This is an optimization exercise on Yosys and OpenROAD, whose aim is small area and a short achievable clock period, not a production implementation. Power figures rest on the tool's default switching activity, not on a simulated workload.

## alignCellTop
module alignCellTop (
  input  logic        clk,
  input  logic        rst,
  input  logic [76:0] n1_i,
  input  logic [76:0] n2_i,
  input  logic [76:0] n3_i,
  input  logic [1:0]  a_i,
  input  logic [1:0]  b_i,
  input  logic [1:0]  c_i,
  input  logic        en_i,
  output logic [76:0] state_o,
  output logic [1:0]  baseA_o,
  output logic        en_o
);
Size in the first run: ~3700 cells after synthesis, roughly 320 I/O pins.
export LEC_CHECK = 0
export ABC_AREA = 1
export CAP_MARGIN = 20
export CORE_MARGIN = 2
export CORE_UTILIZATION = 45
export SETUP_SLACK_MARGIN = 5
export SLEW_MARGIN = 20
create_clock -name core_clock -period 11.0 [get_ports {clk}]
standard.sh (not shown) runs the stock make flow with config.mk's settings and CLKGATE_MAP_FILE= SYNTH_SCRIPT=/design/flow/synth_recipe.tcl, a recipe that flattens the netlist after the stock synthesis.
==> flow/flow/run.sh <==
#!/bin/bash
# The standard layout, with plain sky130_fd_sc_hd__buf_1 cells as the port
# buffers (the resizer's timing repair sizes them up where a path needs it).
# make's full output goes to flow.log here; each ORFS step keeps its own log
# under orfs/logs/.
set -euo pipefail
bash standard.sh "BUFFER_PORTS_ARGS=-buffer_cell sky130_fd_sc_hd__buf_1" finish > flow.log 2>&1
The starting point went through all stages and came out clean.
Next try:
--- a/flow/design.v
+++ b/flow/design.v
@@ -148,29 +148,38 @@
   assign gtAB = ge12(yA, yB, 1'b0);
   assign geAB = gtAB | &(yA | ~yB);
   function automatic logic [20:0] thr(input int p, input int q, input int r, input int s1);
     thr = '0;
     thr[P0*3 +: 3] = 3'(p);  thr[P1*3 +: 3] = 3'(p);
     thr[Q0*3 +: 3] = 3'(q);  thr[Q1*3 +: 3] = 3'(q);
     thr[R0*3 +: 3] = 3'(r);  thr[R1*3 +: 3] = 3'(r);
     thr[S0*3 +: 3] = 3'(s1);
   endfunction
   localparam logic [20:0] THR_T1  = thr(4, 3, 3, 2);
   localparam logic [20:0] THR_T21 = thr(1, 0, 1, 0);    
   localparam logic [20:0] THR_T20 = thr(3, 2, 3, 2);    
+  logic [8:0]  hiA1, hiB1;
+  logic [1:0]  loA2, loB2;
+  logic        bwA2, bwB2;
   logic [10:0] rA1, rB1, rA2, rB2;
-  assign rA1 = yA[10:0] - 11'd4;
-  assign rB1 = yB[10:0] - 11'd3;
-  assign rA2 = bonus_i ? yA[10:0] - 11'd1 : yA[10:0] - 11'd3;
-  assign rB2 = bonus_i ? yB[10:0] - 11'd1 : yB[10:0] - 11'd3;
+  assign hiA1 = yA[10:2] - 9'd1;
+  assign hiB1 = yB[10:2] - 9'd1;
+  assign rA1  = {hiA1, yA[1:0]};
+  assign rB1  = {(yB[1:0] != 2'd3) ? hiB1 : yB[10:2], yB[1:0] + 2'd1};
+  assign loA2 = bonus_i ? yA[1:0] - 2'd1 : yA[1:0] + 2'd1;
+  assign loB2 = bonus_i ? yB[1:0] - 2'd1 : yB[1:0] + 2'd1;
+  assign bwA2 = bonus_i ? (yA[1:0] == 2'd0) : (yA[1:0] != 2'd3);
+  assign bwB2 = bonus_i ? (yB[1:0] == 2'd0) : (yB[1:0] != 2'd3);
+  assign rA2  = {bwA2 ? hiA1 : yA[10:2], loA2};
+  assign rB2  = {bwB2 ? hiB1 : yB[10:2], loB2};
   max7Tree #(.THR1(THR_T1), .THR0(THR_T1), .CA1(4), .CA0(4), .CB1(3), .CB0(3)) fix1 (
     .x_i(xAll), .bonus_i(1'b1), .sel_i(gtAB),
     .ya_i(yA), .ra_i(rA1), .yb_i(yB), .rb_i(rB1), .max_o(f1));
   max7Tree #(.THR1(THR_T21), .THR0(THR_T20), .CA1(1), .CA0(3), .CB1(1), .CB0(3)) fix2 (
     .x_i(xAll), .bonus_i(bonus_i), .sel_i(geAB),
     .ya_i(yA), .ra_i(rA2), .yb_i(yB), .rb_i(rB2), .max_o(f2));
   assign t1_o = {~f1[10], f1[9:0]};
   assign t2_o = {~f2[10], f2[9:0]};
 endmodule
 `timescale 1ns/1ps
 module alignCell (
   input  logic        clk,
@@ -291,41 +300,30 @@
   assign pA5 = n5[FM] | n5[FIX] | n5[FIXY] | n5[FIXZ];
   assign pA6 = n6[FM] | n6[FIX] | n6[FIXY] | n6[FIXZ];
   assign pA7 = n7[FM] | n7[FIX] | n7[FIXY] | n7[FIXZ];
   assign pB0 = n0[FIY] | n0[FIZ] | n0[FIYZ];
   assign pB1 = n1[FIY] | n1[FIZ] | n1[FIYZ];
   assign pB2 = n2[FIY] | n2[FIZ] | n2[FIYZ];
   assign pB5 = n5[FIY] | n5[FIZ] | n5[FIYZ];
   assign pB6 = n6[FIY] | n6[FIZ] | n6[FIYZ];
   assign pB7 = n7[FIY] | n7[FIZ] | n7[FIYZ];
   logic [11:0] nA, nB, kyA, kyB, m3;
   logic [10:0] iyzF;
   logic        kAB;
-  logic a01, a02, a03, a12, a13, a23, b01, b02, b12;
-  assign a01 = ge12(km[FM],   km[FIX],  1'b1);
-  assign a02 = ge12(km[FM],   km[FIXY], 1'b1);
-  assign a03 = ge12(km[FM],   km[FIXZ], 1'b1);
-  assign a12 = ge12(km[FIX],  km[FIXY], 1'b1);
-  assign a13 = ge12(km[FIX],  km[FIXZ], 1'b1);
-  assign a23 = ge12(km[FIXY], km[FIXZ], 1'b1);
-  assign nA  = ({12{ a01 &  a02 &  a03}} & km[FM])
-             | ({12{~a01 &  a12 &  a13}} & km[FIX])
-             | ({12{~a02 & ~a12 &  a23}} & km[FIXY])
-             | ({12{~a03 & ~a13 & ~a23}} & km[FIXZ]);
-  assign b01 = ge12(km[FIY],  km[FIZ],  1'b1);
-  assign b02 = ge12(km[FIY],  km[FIYZ], 1'b1);
-  assign b12 = ge12(km[FIZ],  km[FIYZ], 1'b1);
-  assign nB  = ({12{ b01 &  b02}} & km[FIY])
-             | ({12{~b01 &  b12}} & km[FIZ])
-             | ({12{~b02 & ~b12}} & km[FIYZ]);
+  logic [11:0] na1, na2, nb1;
+  assign na1 = ge12(km[FM],   km[FIX],  1'b1) ? km[FM]   : km[FIX];
+  assign na2 = ge12(km[FIXY], km[FIXZ], 1'b1) ? km[FIXY] : km[FIXZ];
+  assign nA  = ge12(na1, na2, 1'b1) ? na1 : na2;
+  assign nb1 = ge12(km[FIY],  km[FIZ],  1'b1) ? km[FIY]  : km[FIZ];
+  assign nB  = ge12(nb1, km[FIYZ], 1'b1) ? nb1 : km[FIYZ];
   logic [11:0] nAr, nBr;
   logic [5:0]  pAr, pBr;      
   always_comb begin
     if (eqBC ? pAr[0] : |pAr[2:0])
       kyA = {1'b1, 9'd0, eqBC ? 2'd0 : pAr[2] ? 2'd2 : pAr[1] ? 2'd1 : 2'd0};
     else
       kyA = {1'b0, pAr[5] ? 11'd2047 : pAr[4] ? 11'd2046 : pAr[3] ? 11'd2045 : nAr[10:0]};
     if (~eqBC & |pBr[1:0])
       kyB = {1'b1, 9'd0, pBr[1] ? 2'd1 : 2'd0};
     else
       kyB = {1'b0, pBr[5] ? 11'd2047 : pBr[4] ? 11'd2046 : pBr[3] ? 11'd2045 : nBr[10:0]};
   end
Effect:
- via count went down by 5.0%
- final cell count goes down by 1.1%
- synthesized cell count shrinks by 1.6%
- worst setup slack is better by 0.057 ns
- power came out higher by 4.3%
- global-route usage is lower by 0.67 points
- clock-buffer cell count went up by 1
- non-clock buffer count increases by 1
No run of this note included a check of the RTL's function; only the layout flow was run.

==> afterwards: timing with drivers on the ports <==
No port has a modelled driver above. Below, the same layouts with a new extraction and two added sets of constraints. Step 1, drivers: a clkbuf_16 drives clk and a buf_2 each remaining input, both assumed. Step 2 also shifts input and output timing later by t, the mid clock arrival at the registers, as if the neighbouring blocks saw the same clock. Three values: no drivers, after step 1, after step 2; two values: the first two.
run	t (ns)	setup slack, ns	hold slack, ns	worst setup path after step 2
the first run	0.474	5.137 / 5.167 / 4.693	0.446 / 0.446 / 0.446	input to register
the second run	0.470	5.194 / 5.221 / 4.751	0.442 / 0.442 / 0.442	input to register
After both steps setup and hold are still met in every run listed. For the first run, which loses most, drivers alone change the setup slack by +0.030 ns; drivers and shift together by -0.444 ns.
